Source: an optimization exercise on an open RTL-to-GDS flow (aim: small area and few clock cycles per item). Production flows keep margins and buffers that such runs may drop. Function was checked by simulation only, so behaviour that the tests miss may differ from the original. Power and IR drop assume default switching activity.

==> design/flow/design.v <==
  localparam int lane_width = 8;
  localparam int lane_count = 8;
  localparam int code_w     = 7;  
  localparam logic [1:0] kind_data  = 2'd0;
  localparam logic [1:0] kind_ctrl  = 2'd1;
  localparam logic [1:0] kind_start = 2'd2;
  localparam logic [1:0] kind_term  = 2'd3;
  localparam logic [lane_width-1:0] char_idle    = 8'h07;
  localparam logic [lane_width-1:0] char_start   = 8'hfb;
  localparam logic [lane_width-1:0] char_term    = 8'hfd;
  localparam logic [lane_width-1:0] char_error   = 8'hfe;
  localparam logic [lane_width-1:0] char_order   = 8'h9c;  
  localparam logic [lane_width-1:0] char_fsig    = 8'h5c;  
  localparam logic [lane_width-1:0] char_idle_r  = 8'h1c;
  localparam logic [lane_width-1:0] char_idle_a  = 8'h7c;
  localparam logic [lane_width-1:0] char_idle_k  = 8'hbc;
  localparam logic [lane_width-1:0] char_code_3c = 8'h3c;
  localparam logic [lane_width-1:0] char_code_dc = 8'hdc;
  localparam logic [lane_width-1:0] char_code_f7 = 8'hf7;
  localparam logic [6:0] ctl_idle   = 7'h00;
  localparam logic [6:0] ctl_idle_a = 7'h4b;
  localparam logic [6:0] ctl_idle_k = 7'h55;
  localparam logic [6:0] ctl_idle_r = 7'h2d;
  localparam logic [6:0] ctl_3c     = 7'h33;
  localparam logic [6:0] ctl_dc     = 7'h66;
  localparam logic [6:0] ctl_f7     = 7'h78;
  localparam logic [6:0] ctl_error  = 7'h1e;
  localparam int block_width   = 66;
  localparam int payload_width = 64;
  localparam int scram_width   = 58;
  localparam logic [1:0] sync_data = 2'b10;
  localparam logic [1:0] sync_ctrl = 2'b01;
  localparam logic [3:0] order_fsig = 4'hf;
  localparam logic [7:0] type_ctrl       = 8'h1e;  
  localparam logic [7:0] type_ctrl_ord   = 8'h2d;
  localparam logic [7:0] type_ctrl_start = 8'h33;
  localparam logic [7:0] type_ord_start  = 8'h66;
  localparam logic [7:0] type_ord_ord    = 8'h55;
  localparam logic [7:0] type_start      = 8'h78;
  localparam logic [7:0] type_ord_ctrl   = 8'h4b;
  localparam logic [63:0] type_term = 64'hff_e1_d2_cc_b4_aa_99_87;
`timescale 1ns/1ps
module control_lane_decoder (
  input  logic [7:0] lane_char,
  input  logic       is_ctrl,
  output logic       is_data,
  output logic       is_cntl,   
  output logic       is_start,
  output logic       is_term,
  output logic       is_order,
  output logic       is_fsig,
  output logic [6:0] ctl_code
);
  localparam int lane_width = 8;
  localparam int lane_count = 8;
  localparam int code_w     = 7;  
  localparam logic [1:0] kind_data  = 2'd0;
  localparam logic [1:0] kind_ctrl  = 2'd1;
  localparam logic [1:0] kind_start = 2'd2;
  localparam logic [1:0] kind_term  = 2'd3;
  localparam logic [lane_width-1:0] char_idle    = 8'h07;
  localparam logic [lane_width-1:0] char_start   = 8'hfb;
  localparam logic [lane_width-1:0] char_term    = 8'hfd;
  localparam logic [lane_width-1:0] char_error   = 8'hfe;
  localparam logic [lane_width-1:0] char_order   = 8'h9c;  
  localparam logic [lane_width-1:0] char_fsig    = 8'h5c;  
  localparam logic [lane_width-1:0] char_idle_r  = 8'h1c;
  localparam logic [lane_width-1:0] char_idle_a  = 8'h7c;
  localparam logic [lane_width-1:0] char_idle_k  = 8'hbc;
  localparam logic [lane_width-1:0] char_code_3c = 8'h3c;
  localparam logic [lane_width-1:0] char_code_dc = 8'hdc;
  localparam logic [lane_width-1:0] char_code_f7 = 8'hf7;
  localparam logic [6:0] ctl_idle   = 7'h00;
  localparam logic [6:0] ctl_idle_a = 7'h4b;
  localparam logic [6:0] ctl_idle_k = 7'h55;
  localparam logic [6:0] ctl_idle_r = 7'h2d;
  localparam logic [6:0] ctl_3c     = 7'h33;
  localparam logic [6:0] ctl_dc     = 7'h66;
  localparam logic [6:0] ctl_f7     = 7'h78;
  localparam logic [6:0] ctl_error  = 7'h1e;
  localparam int block_width   = 66;
  localparam int payload_width = 64;
  localparam int scram_width   = 58;
  localparam logic [1:0] sync_data = 2'b10;
  localparam logic [1:0] sync_ctrl = 2'b01;
  localparam logic [3:0] order_fsig = 4'hf;
  localparam logic [7:0] type_ctrl       = 8'h1e;  
  localparam logic [7:0] type_ctrl_ord   = 8'h2d;
  localparam logic [7:0] type_ctrl_start = 8'h33;
  localparam logic [7:0] type_ord_start  = 8'h66;
  localparam logic [7:0] type_ord_ord    = 8'h55;
  localparam logic [7:0] type_start      = 8'h78;
  localparam logic [7:0] type_ord_ctrl   = 8'h4b;
  localparam logic [63:0] type_term = 64'hff_e1_d2_cc_b4_aa_99_87;
  logic lo_c, lo_7, hi_0, hi_f;
  logic x, y, z;
  logic sel_c, idle, f7, other;
  assign lo_c = lane_char[3:0] == 4'hc;
  assign lo_7 = lane_char[3:0] == 4'h7;
  assign hi_0 = lane_char[7:4] == 4'h0;
  assign hi_f = lane_char[7:4] == 4'hf;
  assign {x, y, z} = lane_char[7:5];
  assign is_data  = !is_ctrl;
  assign is_start = is_ctrl && hi_f && lane_char[3:0] == 4'hb;
  assign is_term  = is_ctrl && hi_f && lane_char[3:0] == 4'hd;
  assign is_order = is_ctrl && lo_c && lane_char[4] && !z && (x != y);
  assign is_cntl  = is_ctrl && !is_start && !is_term && !is_order;
  assign is_fsig  = y;  
  assign sel_c = lo_c && lane_char[4] && !(x && y && z);
  assign idle  = lo_7 && hi_0;
  assign f7    = lo_7 && hi_f;
  assign other = !idle && !f7;
  always_comb
    if (sel_c)
      ctl_code = {x || y, !(z && (x || y)), z && !y, !x && (y == z), x || !z,
                  x ? y : z, !(x && y)};
    else
      ctl_code = {f7, f7, !idle, !idle, other, other, 1'b0};
endmodule
`timescale 1ns/1ps
module block_encoder (
  input  logic [63:0] in_data,
  input  logic [7:0]  in_ctrl,
  output logic        blk_ctrl,
  output logic [63:0] blk_payload
);
  localparam int lane_width = 8;
  localparam int lane_count = 8;
  localparam int code_w     = 7;  
  localparam logic [1:0] kind_data  = 2'd0;
  localparam logic [1:0] kind_ctrl  = 2'd1;
  localparam logic [1:0] kind_start = 2'd2;
  localparam logic [1:0] kind_term  = 2'd3;
  localparam logic [lane_width-1:0] char_idle    = 8'h07;
  localparam logic [lane_width-1:0] char_start   = 8'hfb;
  localparam logic [lane_width-1:0] char_term    = 8'hfd;
  localparam logic [lane_width-1:0] char_error   = 8'hfe;
  localparam logic [lane_width-1:0] char_order   = 8'h9c;  
  localparam logic [lane_width-1:0] char_fsig    = 8'h5c;  
  localparam logic [lane_width-1:0] char_idle_r  = 8'h1c;
  localparam logic [lane_width-1:0] char_idle_a  = 8'h7c;
  localparam logic [lane_width-1:0] char_idle_k  = 8'hbc;
  localparam logic [lane_width-1:0] char_code_3c = 8'h3c;
  localparam logic [lane_width-1:0] char_code_dc = 8'hdc;
  localparam logic [lane_width-1:0] char_code_f7 = 8'hf7;
  localparam logic [6:0] ctl_idle   = 7'h00;
  localparam logic [6:0] ctl_idle_a = 7'h4b;
  localparam logic [6:0] ctl_idle_k = 7'h55;
  localparam logic [6:0] ctl_idle_r = 7'h2d;
  localparam logic [6:0] ctl_3c     = 7'h33;
  localparam logic [6:0] ctl_dc     = 7'h66;
  localparam logic [6:0] ctl_f7     = 7'h78;
  localparam logic [6:0] ctl_error  = 7'h1e;
  localparam int block_width   = 66;
  localparam int payload_width = 64;
  localparam int scram_width   = 58;
  localparam logic [1:0] sync_data = 2'b10;
  localparam logic [1:0] sync_ctrl = 2'b01;
  localparam logic [3:0] order_fsig = 4'hf;
  localparam logic [7:0] type_ctrl       = 8'h1e;  
  localparam logic [7:0] type_ctrl_ord   = 8'h2d;
  localparam logic [7:0] type_ctrl_start = 8'h33;
  localparam logic [7:0] type_ord_start  = 8'h66;
  localparam logic [7:0] type_ord_ord    = 8'h55;
  localparam logic [7:0] type_start      = 8'h78;
  localparam logic [7:0] type_ord_ctrl   = 8'h4b;
  localparam logic [63:0] type_term = 64'hff_e1_d2_cc_b4_aa_99_87;
  logic [7:0]  d, c, s, t, o, f;
  logic [55:0] codes;
  logic        lo_c, lo_o, lo_s, lo_d, lo_t;
  logic        hi_c, hi_o, hi_s, hi_d, hi_t;
  logic        f_cc, f_co, f_cs, f_os, f_oo, f_s, f_oc, f_d;
  logic [7:0]  f_t;
  logic        any_t, valid, plain;
  logic [7:0]  blk_type;
  for (genvar i = 0; i < lane_count; i++)
  begin : g_lane
    control_lane_decoder decoder_i (
      .lane_char (in_data[i*lane_width +: lane_width]),
      .is_ctrl   (in_ctrl[i]),
      .is_data   (d[i]),
      .is_cntl   (c[i]),
      .is_start  (s[i]),
      .is_term   (t[i]),
      .is_order  (o[i]),
      .is_fsig   (f[i]),
      .ctl_code  (codes[i*code_w +: code_w])
    );
  end
  assign lo_c = &c[3:0];
  assign lo_o = o[0] && &d[3:1];
  assign lo_s = s[0] && &d[3:1];
  assign lo_d = &d[3:0];
  assign hi_c = &c[7:4];
  assign hi_o = o[4] && &d[7:5];
  assign hi_s = s[4] && &d[7:5];
  assign hi_d = &d[7:4];
  for (genvar k = 0; k < lane_count; k++)
  begin : g_term
    localparam int b = k < 4 ? 0 : 4;
    logic below, above;
    if (k == b)
      assign below = 1'b1;
    else
      assign below = &d[k-1:b];
    if (k == b + 3)
      assign above = 1'b1;
    else
      assign above = &c[b+3:k+1];
    assign f_t[k] = below && t[k] && above && (k < 4 ? hi_c : lo_d);
  end
  assign any_t = |f_t;
  assign f_cc = lo_c && hi_c;
  assign f_co = lo_c && hi_o;
  assign f_cs = lo_c && hi_s;
  assign f_os = lo_o && hi_s;
  assign f_oo = lo_o && hi_o;
  assign f_oc = lo_o && hi_c;
  assign f_s  = lo_s && hi_d;
  assign f_d  = lo_d && hi_d;
  assign plain = f_cc || f_co || f_cs || f_os || f_oo || f_oc || f_s || f_d;
  assign valid = plain || any_t;
  always_comb
  begin
    blk_type = 8'h00;
    if (f_cc || !valid) blk_type = blk_type | type_ctrl;
    if (f_co) blk_type = blk_type | type_ctrl_ord;
    if (f_cs) blk_type = blk_type | type_ctrl_start;
    if (f_os) blk_type = blk_type | type_ord_start;
    if (f_oo) blk_type = blk_type | type_ord_ord;
    if (f_s)  blk_type = blk_type | type_start;
    if (f_oc) blk_type = blk_type | type_ord_ctrl;
    for (int k = 0; k < lane_count; k++)
      if (f_t[k]) blk_type = blk_type | type_term[8*k +: 8];
  end
  always_comb
  begin
    blk_ctrl = !f_d;
    blk_payload = '0;
    blk_payload[7:0] = blk_type;
    for (int i = 0; i < lane_count - 1; i++)
      if (d[i] && any_t)
        blk_payload[8*i+8 +: 8] = blk_payload[8*i+8 +: 8] | in_data[8*i +: 8];
    for (int i = 0; i < lane_count; i++)
    begin
      if (d[i] && plain)
        blk_payload[8*i +: 8] = blk_payload[8*i +: 8] | in_data[8*i +: 8];
      if (c[i] && valid)
        blk_payload[8+7*i +: 7] = blk_payload[8+7*i +: 7] | codes[7*i +: 7];
      if (!valid)
        blk_payload[8+7*i +: 7] = blk_payload[8+7*i +: 7] | ctl_error;
    end
    if (o[0] && valid)
      blk_payload[32 +: 4] = blk_payload[32 +: 4] | {4{f[0]}};
    if (o[4] && valid)
      blk_payload[36 +: 4] = blk_payload[36 +: 4] | {4{f[4]}};
  end
endmodule
`timescale 1ns/1ps
module block_fifo #(
  parameter int WIDTH = 65,
  parameter int HIST = 58
) (
  input  logic             CLK,
  input  logic             reset,
  input  logic             wr_valid,
  input  logic [WIDTH-1:0] wr_data,
  output logic [WIDTH-1:0] newest,
  output logic             head_valid,
  output logic             head_next,   
  output logic [WIDTH-1:0] head_data,
  input  logic             pop
);
  logic [WIDTH-1:0] e0, e1, e2, e3;
  logic             v0, v1, v2, v3;
  logic             rdy1, rdy2, rdy3;
  logic             m01, m12, m23;
  assign rdy3 = !v3 || pop;
  assign m23  = v2 && rdy3;
  assign rdy2 = !v2 || m23;
  assign m12  = v1 && rdy2;
  assign rdy1 = !v1 || m12;
  assign m01  = v0 && rdy1;
  assign newest = e0;
  assign head_valid = v3;
  assign head_next = m23 || (v3 && !pop);
  assign head_data = e3;
  always_ff @(posedge CLK)
  begin
    if (reset)
    begin
      v0 <= 1'b0;
      v1 <= 1'b0;
      v2 <= 1'b0;
      v3 <= 1'b0;
    end
    else
    begin
      v0 <= wr_valid || (v0 && !m01);
      v1 <= m01 || (v1 && !m12);
      v2 <= m12 || (v2 && !m23);
      v3 <= head_next;
    end
    if (reset)
      e0[WIDTH-1 -: HIST] <= '0;
    else if (wr_valid)
      e0[WIDTH-1 -: HIST] <= wr_data[WIDTH-1 -: HIST];
    if (wr_valid)
      e0[WIDTH-HIST-1:0] <= wr_data[WIDTH-HIST-1:0];
    if (m01)
      e1 <= e0;
    if (m12)
      e2 <= e1;
    if (m23)
      e3 <= e2;
  end
endmodule
`timescale 1ns/1ps
module block_scrambler (
  input  logic [57:0] state,
  input  logic [63:0] payload,
  output logic [63:0] scrambled
);
  localparam int lane_width = 8;
  localparam int lane_count = 8;
  localparam int code_w     = 7;  
  localparam logic [1:0] kind_data  = 2'd0;
  localparam logic [1:0] kind_ctrl  = 2'd1;
  localparam logic [1:0] kind_start = 2'd2;
  localparam logic [1:0] kind_term  = 2'd3;
  localparam logic [lane_width-1:0] char_idle    = 8'h07;
  localparam logic [lane_width-1:0] char_start   = 8'hfb;
  localparam logic [lane_width-1:0] char_term    = 8'hfd;
  localparam logic [lane_width-1:0] char_error   = 8'hfe;
  localparam logic [lane_width-1:0] char_order   = 8'h9c;  
  localparam logic [lane_width-1:0] char_fsig    = 8'h5c;  
  localparam logic [lane_width-1:0] char_idle_r  = 8'h1c;
  localparam logic [lane_width-1:0] char_idle_a  = 8'h7c;
  localparam logic [lane_width-1:0] char_idle_k  = 8'hbc;
  localparam logic [lane_width-1:0] char_code_3c = 8'h3c;
  localparam logic [lane_width-1:0] char_code_dc = 8'hdc;
  localparam logic [lane_width-1:0] char_code_f7 = 8'hf7;
  localparam logic [6:0] ctl_idle   = 7'h00;
  localparam logic [6:0] ctl_idle_a = 7'h4b;
  localparam logic [6:0] ctl_idle_k = 7'h55;
  localparam logic [6:0] ctl_idle_r = 7'h2d;
  localparam logic [6:0] ctl_3c     = 7'h33;
  localparam logic [6:0] ctl_dc     = 7'h66;
  localparam logic [6:0] ctl_f7     = 7'h78;
  localparam logic [6:0] ctl_error  = 7'h1e;
  localparam int block_width   = 66;
  localparam int payload_width = 64;
  localparam int scram_width   = 58;
  localparam logic [1:0] sync_data = 2'b10;
  localparam logic [1:0] sync_ctrl = 2'b01;
  localparam logic [3:0] order_fsig = 4'hf;
  localparam logic [7:0] type_ctrl       = 8'h1e;  
  localparam logic [7:0] type_ctrl_ord   = 8'h2d;
  localparam logic [7:0] type_ctrl_start = 8'h33;
  localparam logic [7:0] type_ord_start  = 8'h66;
  localparam logic [7:0] type_ord_ord    = 8'h55;
  localparam logic [7:0] type_start      = 8'h78;
  localparam logic [7:0] type_ord_ctrl   = 8'h4b;
  localparam logic [63:0] type_term = 64'hff_e1_d2_cc_b4_aa_99_87;
  localparam int tap = 39;  
  localparam int chain_w = scram_width + payload_width;
  logic [chain_w-1:0] chain;
  always_comb
  begin
    chain = '0;
    chain[scram_width-1:0] = state;
    for (int i = 0; i < payload_width; i++)
      chain[scram_width + i] = payload[i] ^ chain[scram_width - tap + i] ^ chain[i];
  end
  assign scrambled = chain[chain_w-1 -: payload_width];
endmodule
`timescale 1ns/1ps
module pcs_tx_top #(
  parameter int DEPTH = 4,
  parameter int OUT_CREDITS = 4
) (
  input  logic        CLK,
  input  logic        reset,
  input  logic        in_valid,
  input  logic [63:0] in_data,
  input  logic [7:0]  in_ctrl,
  output logic        in_credit,
  input  logic        out_credit,
  output logic        out_valid,
  output logic [65:0] out_block
);
  localparam int lane_width = 8;
  localparam int lane_count = 8;
  localparam int code_w     = 7;  
  localparam logic [1:0] kind_data  = 2'd0;
  localparam logic [1:0] kind_ctrl  = 2'd1;
  localparam logic [1:0] kind_start = 2'd2;
  localparam logic [1:0] kind_term  = 2'd3;
  localparam logic [lane_width-1:0] char_idle    = 8'h07;
  localparam logic [lane_width-1:0] char_start   = 8'hfb;
  localparam logic [lane_width-1:0] char_term    = 8'hfd;
  localparam logic [lane_width-1:0] char_error   = 8'hfe;
  localparam logic [lane_width-1:0] char_order   = 8'h9c;  
  localparam logic [lane_width-1:0] char_fsig    = 8'h5c;  
  localparam logic [lane_width-1:0] char_idle_r  = 8'h1c;
  localparam logic [lane_width-1:0] char_idle_a  = 8'h7c;
  localparam logic [lane_width-1:0] char_idle_k  = 8'hbc;
  localparam logic [lane_width-1:0] char_code_3c = 8'h3c;
  localparam logic [lane_width-1:0] char_code_dc = 8'hdc;
  localparam logic [lane_width-1:0] char_code_f7 = 8'hf7;
  localparam logic [6:0] ctl_idle   = 7'h00;
  localparam logic [6:0] ctl_idle_a = 7'h4b;
  localparam logic [6:0] ctl_idle_k = 7'h55;
  localparam logic [6:0] ctl_idle_r = 7'h2d;
  localparam logic [6:0] ctl_3c     = 7'h33;
  localparam logic [6:0] ctl_dc     = 7'h66;
  localparam logic [6:0] ctl_f7     = 7'h78;
  localparam logic [6:0] ctl_error  = 7'h1e;
  localparam int block_width   = 66;
  localparam int payload_width = 64;
  localparam int scram_width   = 58;
  localparam logic [1:0] sync_data = 2'b10;
  localparam logic [1:0] sync_ctrl = 2'b01;
  localparam logic [3:0] order_fsig = 4'hf;
  localparam logic [7:0] type_ctrl       = 8'h1e;  
  localparam logic [7:0] type_ctrl_ord   = 8'h2d;
  localparam logic [7:0] type_ctrl_start = 8'h33;
  localparam logic [7:0] type_ord_start  = 8'h66;
  localparam logic [7:0] type_ord_ord    = 8'h55;
  localparam logic [7:0] type_start      = 8'h78;
  localparam logic [7:0] type_ord_ctrl   = 8'h4b;
  localparam logic [63:0] type_term = 64'hff_e1_d2_cc_b4_aa_99_87;
  localparam int cnt_w = $clog2(OUT_CREDITS + 1);
  logic        enc_ctrl;
  logic [63:0] enc_payload;
  logic [63:0] scr_payload;
  logic [64:0] newest;
  logic        head_valid;
  logic        head_next;
  logic [cnt_w-1:0] credits_next;
  logic [64:0] head;
  logic        pop;
  logic [cnt_w-1:0] credits;
  block_encoder block_encoder_i (
    .in_data     (in_data),
    .in_ctrl     (in_ctrl),
    .blk_ctrl    (enc_ctrl),
    .blk_payload (enc_payload)
  );
  block_scrambler block_scrambler_i (
    .state     (newest[64:7]),
    .payload   (enc_payload),
    .scrambled (scr_payload)
  );
  block_fifo #(
    .WIDTH (65)
  ) block_fifo_i (
    .CLK        (CLK),
    .reset      (reset),
    .wr_valid   (in_valid),
    .wr_data    ({scr_payload, enc_ctrl}),
    .newest     (newest),
    .head_valid (head_valid),
    .head_next  (head_next),
    .head_data  (head),
    .pop        (pop)
  );
  assign pop = head_valid && credits != '0;
  assign out_valid = pop;
  assign in_credit = head_next && credits_next != '0;
  assign out_block = {head[64:1], !head[0], head[0]};
  always_comb
  begin
    credits_next = credits;
    if (pop && !out_credit)
      credits_next = credits - 1'b1;
    else if (!pop && out_credit)
      credits_next = credits + 1'b1;
  end
  always_ff @(posedge CLK)
  begin
    if (reset)
      credits <= OUT_CREDITS;
    else
      credits <= credits_next;
  end
endmodule
==> design/flow/flow/run.sh <==
#!/bin/bash
# The standard layout (standard.sh) with four changes to how it is made:
# - synthesis maps with an area-oriented ABC script (flow/abc_area.script:
#   a deterministic deepsyn pass, then area-oriented &nf mapping), used through
#   ABC_AREA=1 from a copy of the ORFS scripts folder; every other script
#   is ORFS's own, unchanged;
# - synthesis leaves half and full adders to ABC (ADDER_MAP_FILE empty);
# - each port gets the smallest buffer, sky130_fd_sc_hd__buf_1;
# - the clock tree uses small clusters of clkbuf_4 without dummy loads.
# standard.sh's make output goes to standard.log; ORFS keeps each step's
# log under orfs/logs.
set -euo pipefail
rm -rf scripts_area
cp -r "$FLOW_HOME/scripts" scripts_area
cp flow/abc_area.script scripts_area/abc_area.script
export SCRIPTS_DIR="$PWD/scripts_area"
export ADDER_MAP_FILE=
export BUFFER_PORTS_ARGS="-buffer_cell sky130_fd_sc_hd__buf_1"
export CTS_ARGS="-sink_clustering_enable -repair_clock_nets -dont_use_dummy_load -sink_clustering_size 10 -sink_clustering_max_diameter 30 -buf_list sky130_fd_sc_hd__clkbuf_4"
bash standard.sh > standard.log 2>&1
==> design/flow/flow/abc_area.script <==
strash
&get -n
&deepsyn -I 1 -J 20
&dch -f
&nf -p -D 3500
&put
topo
stime -c
==> design/flow/standard.sh <==
#!/bin/bash
# synth_recipe.tcl (not shown) runs the flow's synth.tcl, then flattens the netlist and writes it again
# the make line also repeats each setting of config.mk as NAME=value (left out here)
make -C /OpenROAD-flow-scripts/flow DESIGN_CONFIG=/design/flow/config.mk WORK_HOME=/design/flow/orfs CLKGATE_MAP_FILE= SYNTH_SCRIPT=/design/flow/synth_recipe.tcl "${@:-finish}"
==> design/flow/config.mk <==
export PLATFORM = sky130hd
export DESIGN_NAME = pcs_tx_top
export DESIGN_NICKNAME = pcs_tx_top
export VERILOG_FILES = /design/flow/design.v
export SDC_FILE = /design/flow/constraint.sdc
export NUM_CORES = 4
export LEC_CHECK = 0
export ABC_AREA = 1
export CAP_MARGIN = 20
export CORE_MARGIN = 2
export CORE_UTILIZATION = 65
export SLEW_MARGIN = 20
==> design/flow/constraint.sdc <==
create_clock -name core_clock -period 6.4 [get_ports {CLK}]
set_input_delay 1.2800 -clock core_clock [delete_from_list [all_inputs] [get_ports {CLK}]]
set_output_delay 1.2800 -clock core_clock [all_outputs]
set_load 0.01 [all_outputs]
==> summary.md <==
### Critical path
- kind of cell adding the most delay to the critical path: compound AO/OA/AOI/OAI gates
- worst setup path class: in2reg
- worst-path fanout max: 16
- signal arrival time at the worst endpoint: 6.10 ns
- CP max-delay cell: a222oi_1
- chain of cells forming the critical path: buf_1, nor3b_1, o2111ai_1, o311ai_0, buf_4, nor4_1, a311o_1, a41o_1, nand3b_1, buf_4, nor4_4, buf_4, nor2_1, a222oi_1, xnor2_1, o311ai_0
- number of buffer and inverter instances along the worst setup path: 4
- Crit path top cell by count: buf_4
- total stage count of the critical path: 16
- Critical R2R Launch: block_fifo_i.v3
- startpoint kind of the worst setup timing path: primary input
- slowest cell delay on critical path: 0.58 ns
- Reg2Reg Capture Point: block_fifo_i.e1[54]
- count of cells along the worst register-to-register path: 5
- data required time of the worst path: 6.88 ns
- endpoint kind of the worst setup timing path: flip-flop
- register-to-register path setup slack: 3.94 ns

### Clock network
- clock tree from TritonCTS: done
- number of sinks on the clock net: 267
- CTS root buf: clkbuf_4
- CTS H-tree depth: 2
- register clock-pin slew on the reported worst setup and hold paths: 0.10 ns
- insertion delay to the later sink of the worst-skew pair: 0.64 ns
- post-CTS setup repair buffer count: 0
- number of buffers created by CTS: 39
- clock tree buffer depth: 3
- cts hold-fix bufs: 0
- cells resized by post-CTS repair: 0

### Timing
- Highest Clock Rate: 178 MHz
- count of endpoints failing setup in the final report: 0
- number of hold violations in the final report: 0
- final worst path period need: 5.61 ns
- final total negative setup slack: 0 ns
- Worst Hold Margin: 0.391 ns
- post-route clock skew: 0.0712 ns
- Max transition margin: 0.379
- Period Utilization, post-route: 0.877
- slew of the pin with the lowest slew margin: 0.931 ns
- count of pins over their slew limit: 0
- unrepaired setup endpoints after global routing: false

### Cells and area
- Final #Nets: 1,282
- post-synthesis to final-layout area growth: 11.7%
- post-route cell area: 13,300 sq um
- fraction of layout cells with a size suffix above 1: 0.0631
- utilization after layout: 0.742

### Route
- DR WL met3: 4.47 mm
- total iterations of the first detailed-routing run: 7
- via count normalized by instance count: 6.94
- Antenna Nets Post-Route: 0
- routed via count: 9,957
- Remaining DRCs: 0
- Met1 Routed Length: 13.8 mm
- detailed router's first-iteration violation count: 1,583
- Met2 Wirelength: 16.8 mm
- Highest Signal Layer: met4
- Total Wirelength: 36.9 mm
- average routed wire per standard cell: 25.8 microns

### GRT
- antenna violations before repair: 1
- total routing usage reported by global routing: 0.378
- pin count of the biggest net entering global routing: 66
- number of global-route vias before repair: 9,508
- global-route wire length before repair: 56.0 mm
- overall overflow remaining after global route: 0

### Floorplan
- Floorplan Core Area: 18,000 sq um
- horizontal extent of the die: 139 microns
- overall die area: 19,500 sq um
- Vert. Die Dim: 139 microns
- Initial Util: 0.664
- boundary pin count: 144
- floorplan row count: 49

### Place
- Routability Congestion: 1.02
- post-detailed-placement half-perimeter wirelength: 26.7 mm
- Placed Instance Area: 13,000 sq um
- port bufs: 143

### Worst hold path
- critical hold path startpoint: block_fifo_i.e2[44]
- worst hold endpoint: block_fifo_i.e3[44]
- hold path depth: 0
- hold crit path type: reg2reg

### Run
- number of max-capacitance violations reported: 0

### Synthesis
- total of flip-flops plus latches after synthesis: 267
- post-synthesis cell count: 992
- net count of the mapped netlist: 1,068
- distinct cell type count after synthesis: 59
- number of synthesized flops with an enable pin: 202
- mapped cell area: 11,900 sq um
- warning count from the yosys run: 5
- Main synth FF type: edfxtp_1
- syn_area_per_cell: 12.0 sq um
- share of flip-flops with an asynchronous set or reset: 0
- proportion of synthesized chip area in sequential cells: 0.618

### Power and ir drop
- leakage dissipation: 0.00437 uW
- PD cells: 262 nW/um^2
- peak ir drop on the vdd network: 0.201 mV

### Run status
- status: finished clean

[Yosys cell counts (3+ instances only)]
library cell / number / area share
a211oi_1: 9 / 0.0057
a21boi_0: 3 / 0.0019
a21o_1: 4 / 0.0025
a21oi_1: 37 / 0.016
a221o_1: 5 / 0.0042
a221oi_1: 29 / 0.021
a222oi_1: 18 / 0.015
a22o_1: 12 / 0.0088
a31oi_1: 7 / 0.0037
a32oi_1: 3 / 0.0022
and2_0: 10 / 0.0052
and3_1: 4 / 0.0021
and4_1: 5 / 0.0037
and4b_1: 3 / 0.0025
clkinv_1: 11 / 0.0035
dfxtp_1: 65 / 0.11
edfxtp_1: 202 / 0.51
nand2_1: 113 / 0.036
nand2b_1: 18 / 0.0094
nand3_1: 25 / 0.010
nand4_1: 16 / 0.0084
nand4b_1: 9 / 0.0066
nor2_1: 71 / 0.022
nor2b_1: 13 / 0.0068
nor3_1: 22 / 0.0092
nor3b_1: 5 / 0.0031
nor4_1: 12 / 0.0063
nor4b_1: 6 / 0.0044
o21a_1: 7 / 0.0044
o21ai_0: 64 / 0.027
o311ai_0: 8 / 0.0059
o31ai_1: 8 / 0.0050
or2_0: 9 / 0.0047
or3_1: 7 / 0.0037
or4_1: 4 / 0.0025
xnor2_1: 80 / 0.059
xor2_1: 38 / 0.028
[layout make-up]
type,instances,area [sq um]
well taps,229,287
fillers,1138,4640
inverters,11,41.3
multi-input cells,714,4570
repair buffers,173,762
clock buffers,39,293
flip-flops and latches,267,7370
diodes,1,2.50
[power breakdown]
| part | switching, uW | internal, uW | total, uW |
|---|---|---|---|
| sequential | 131 | 2010 | 2140 |
| combinational | 336 | 201 | 537 |
| clock | 532 | 281 | 813 |
[cell usage in the layout, fill, tap and decap left out, types with 5 or more instances in the layout]
cell,instances
and4_1,5
nor4_1,11
a211oi_1,9
xor2_1,38
nor3_1,21
or3_1,7
buf_4,30
xnor2_1,80
a31oi_1,7
a221oi_1,29
dfxtp_1,65
clkinv_1,11
clkbuf_4,39
o311ai_0,8
a221o_1,5
nand3_1,25
nor3b_1,5
or2_0,9
a22o_1,12
nand4b_1,9
a222oi_1,18
edfxtp_1,202
nor2_1,70
nand4_1,16
nor4b_1,6
and2_0,9
nor2b_1,12
o31ai_1,8
nand2b_1,17
o21a_1,7
o21ai_0,64
a21oi_1,37
buf_1,143
nand2_1,113
[metal layers]
metal,global-route usage,vias up
met5,0,-
met4,0.158,0
met3,0.0843,168
met2,0.599,830
met1,0.511,4679
li1,-,4280
[registers in the layout, indices dropped and copies added, names as in the netlist]
name and count:
block_fifo_i.e0 65, block_fifo_i.e1 65, block_fifo_i.e2 65, block_fifo_i.e3 65, credits 3, block_fifo_i.v0 1, block_fifo_i.v1 1, block_fifo_i.v2 1
block_fifo_i.v3 1
[worst register-to-register path: cells and delay by family (launching register included)]
family | cells | cell delay, ns
buffers and inverters | 1 | 0.39
flip-flops | 1 | 0.39
AND/OR/NAND/NOR | 4 | 1.19
[kinds of logic after synthesis]
group / Yosys count / synth area share
compound gates: 238 / 0.140
xor+xnor: 118 / 0.0866
buf+inv: 11 / 0.00346
flops: 267 / 0.618
mux: 2 / 0.00178
simple gates: 356 / 0.150
[per-stage QoR]
stage / instances / total power [uW] / setup WS [ns]
after floorplan: 992 / 2450 / 0.270
after global placement: 1394 / 2620 / 0.706
after detailed placement: 1394 / 2680 / 0.343
after CTS: 1433 / 3460 / 1.04
after global routing: 1434 / 3580 / 0.687
final: 1434 / 3490 / 0.788
[worst max path at each step]
stage                            from             endpoint  slack, ns
after detailed placement  in_data[57]  block_fifo_i.e0[55]       0.34
after floorplan           in_data[57]  block_fifo_i.e0[60]       0.27
after CTS                 in_data[42]  block_fifo_i.e0[56]       1.04
after global placement    in_data[57]  block_fifo_i.e0[62]       0.71
final                     in_data[42]  block_fifo_i.e0[56]       0.79
after global routing      in_data[42]  block_fifo_i.e0[56]       0.69
Testbench counts, summed over its fixed seeds: cycles 12,032, words 12,000.

==> re-timing with driven ports <==
Ports are ideal in the flow. The routed layout listed here was re-timed in OpenROAD. Step 1 (the two cells are an assumption about what drives the block):
set clk [get_ports {CLK}]
set_driving_cell -lib_cell sky130_fd_sc_hd__clkbuf_16 $clk
set_driving_cell -lib_cell sky130_fd_sc_hd__buf_2 [delete_from_list [all_inputs] $clk]
Step 2, shift: input delay + t, output delay - t, t = (earliest + latest rising clock arrival at the registers) / 2. This alone moves slack from input paths to output paths. Three values: ideal, step 1, step 2; two values: the first two.
t, ns: 0.645
setup slack, ns: 0.788 / 0.801 / 0.156
worst data-port slew with drivers (ns): 0.04
pins driven straight from the clock port: 1
After both steps this run still meets setup and hold. For this run, drivers alone change the setup slack by +0.013 ns; drivers and shift together by -0.632 ns.
